This design comes from an exercise in tuning for small area on the open sky130 flow, not from production work. The RTL was checked by simulation tests, not by an equivalence proof against the original design. The flow treats the clock pin as an ideal source, which a real chip does not have. Power and IR drop assume default switching activity.

// pipeline_core
module pipeline_core #(
  parameter int DATA_W     = 32,
  parameter int IMEM_DEPTH = 16,
  parameter int DMEM_DEPTH = 16
) (
  input  logic                              clk,
  input  logic                              reset,
  input  logic                              imem_we,
  input  logic [$clog2(IMEM_DEPTH)-1:0]     imem_addr,
  input  logic [31:0]                       imem_wdata,
  output logic [DATA_W-1:0]                 result,
  output logic                              wb_valid,
  output logic [4:0]                        wb_reg,
  output logic [$clog2(IMEM_DEPTH)-1:0]     pc,
  output logic                              stall,
  output logic                              halted
);
clock: 5.5 ns
lec_check: 0
cap_margin: 0
core_margin: 2
core_utilization: 66
cts_cluster_diameter: 80
cts_cluster_size: 32
slew_margin: 0
synth_hierarchical: 1
synth_minimum_keep_size: 0
standard.sh (not shown) runs the stock make flow with config.mk's settings and CLKGATE_MAP_FILE= SYNTH_SCRIPT=/design/flow/synth_recipe.tcl, a recipe that flattens the netlist after the stock synthesis.
==> flow/flow/run.sh <==
#!/bin/bash
set -euo pipefail
export CTS_ARGS="-sink_clustering_enable -repair_clock_nets -sink_clustering_size 32 -sink_clustering_max_diameter 80 -dont_use_dummy_load"
bash standard.sh > standard.log 2>&1
Rerun with:
==> flow/flow/run.sh (replaced) <==
#!/bin/bash
set -euo pipefail
export CTS_ARGS="-sink_clustering_enable -repair_clock_nets -sink_clustering_size 28 -sink_clustering_max_diameter 80 -dont_use_dummy_load"
bash standard.sh > standard.log 2>&1
--- a/flow/config.mk
+++ b/flow/config.mk
@@ -11,3 +11,3 @@
 export CTS_CLUSTER_DIAMETER = 80
-export CTS_CLUSTER_SIZE = 32
+export CTS_CLUSTER_SIZE = 28
 export SLEW_MARGIN = 0
Result: The new run passed the timing, DRC and antenna checks. Synthesized cell count does not change. Flip-flop and latch count stays the same. Core utilization grows by 0.14 points. Global-route usage hardly moves. Die area stays the same. Count of clock-buffer cells in the layout grows by 7. Wire length stays flat. Cell count stays flat. Setup slack improves by 0.063 ns. Critical path depth is unchanged.
Rerun with:
==> flow/run.sh (new file) <==
#!/bin/bash
# synth_recipe.tcl (not shown) runs the flow's synth.tcl, then flattens the netlist and writes it again
# the make line also repeats each setting of config.mk as NAME=value (left out here)
make -C /OpenROAD-flow-scripts/flow DESIGN_CONFIG=/design/flow/config.mk WORK_HOME=/design/flow/orfs CLKGATE_MAP_FILE= SYNTH_SCRIPT=/design/flow/synth_recipe.tcl finish
--- a/flow/config.mk
+++ b/flow/config.mk
@@ -7,8 +7,8 @@
 export LEC_CHECK = 0
-export CAP_MARGIN = 0
+export CAP_MARGIN = 10
 export CORE_MARGIN = 2
-export CORE_UTILIZATION = 66
+export CORE_UTILIZATION = 60
 export CTS_CLUSTER_DIAMETER = 80
-export CTS_CLUSTER_SIZE = 28
-export SLEW_MARGIN = 0
+export CTS_CLUSTER_SIZE = 24
+export SLEW_MARGIN = 10
 export SYNTH_HIERARCHICAL = 1
removed: flow/flow/run.sh
removed: flow/standard.sh
=> The changed run ran to the end with no violations; routed wire length goes up by 2.3%; worst setup slack is worse by 0.19 ns; final cell count goes up by 3.8%; register-to-register slack is worse by 0.19 ns; non-clock buffer count goes up by 5; combinational power hardly moves; synthesized cell count does not change; hold slack is worse by 0.046 ns; first-iteration DRC count goes down by 5.7%; clock-buffer cell count goes up by 69.

---

Starting RTL as in the previous note.
Settings: LEC_CHECK=0, CAP_MARGIN=0, CORE_MARGIN=2, CORE_UTILIZATION=66, CTS_CLUSTER_DIAMETER=80, CTS_CLUSTER_SIZE=24, SLEW_MARGIN=0, SYNTH_HIERARCHICAL=1, SYNTH_MINIMUM_KEEP_SIZE=0; clock period 5.5 ns.
==> flow/flow/run.sh <==
#!/bin/bash
set -euo pipefail
export CTS_ARGS="-sink_clustering_enable -repair_clock_nets -sink_clustering_size 24 -sink_clustering_max_diameter 80 -dont_use_dummy_load"
bash standard.sh > standard.log 2>&1
The starting point went through all stages and came out clean.
Then changed:
==> flow/run.sh (new file) <==
#!/bin/bash
# synth_recipe.tcl (not shown) runs the flow's synth.tcl, then flattens the netlist and writes it again
# the make line also repeats each setting of config.mk as NAME=value (left out here)
make -C /OpenROAD-flow-scripts/flow DESIGN_CONFIG=/design/flow/config.mk WORK_HOME=/design/flow/orfs CLKGATE_MAP_FILE= SYNTH_SCRIPT=/design/flow/synth_recipe.tcl finish
- CORE_UTILIZATION: 66 -> 70
removed: flow/flow/run.sh
removed: flow/standard.sh
Result: Wire length climbs by 0.70%. Die area drops by 5.7%. Clock power climbs by about 7%.

==> separate check: timing with driven ports <==
How much do the figures lean on ideal ports? The routed layouts below were timed once more, with nothing changed but the port constraints. Step 1, drivers: a clkbuf_16 drives clk and a buf_2 each remaining input, both assumed. Step 2 moves the port delays by t, midway between the first and last clock arrival at a register: inputs arrive t later, outputs are due t later. That takes back most of the time a late clock gives input paths. Three values: ideal, step 1, step 2; two values: the first two.
run	t, ns	setup slack, ns	worst hold slack (ns)	worst register clock-pin slew, ns
the first run of note 1	0.786	0.380 / 0.380 / 0.380	0.341 / 0.341 / 0.341	0.12 / 0.12
the second run of note 1	0.800	0.444 / 0.444 / 0.444	0.351 / 0.351 / 0.351	0.11 / 0.11
the third run of note 1	0.833	0.255 / 0.255 / 0.255	0.305 / 0.261 / 0.335	0.10 / 0.10
the first run of note 2	0.795	0.382 / 0.382 / 0.382	0.343 / 0.343 / 0.343	0.10 / 0.10
the second run of note 2	0.816	0.339 / 0.339 / 0.339	0.349 / 0.349 / 0.349	0.10 / 0.10
After both steps setup and hold are still met in every run listed.
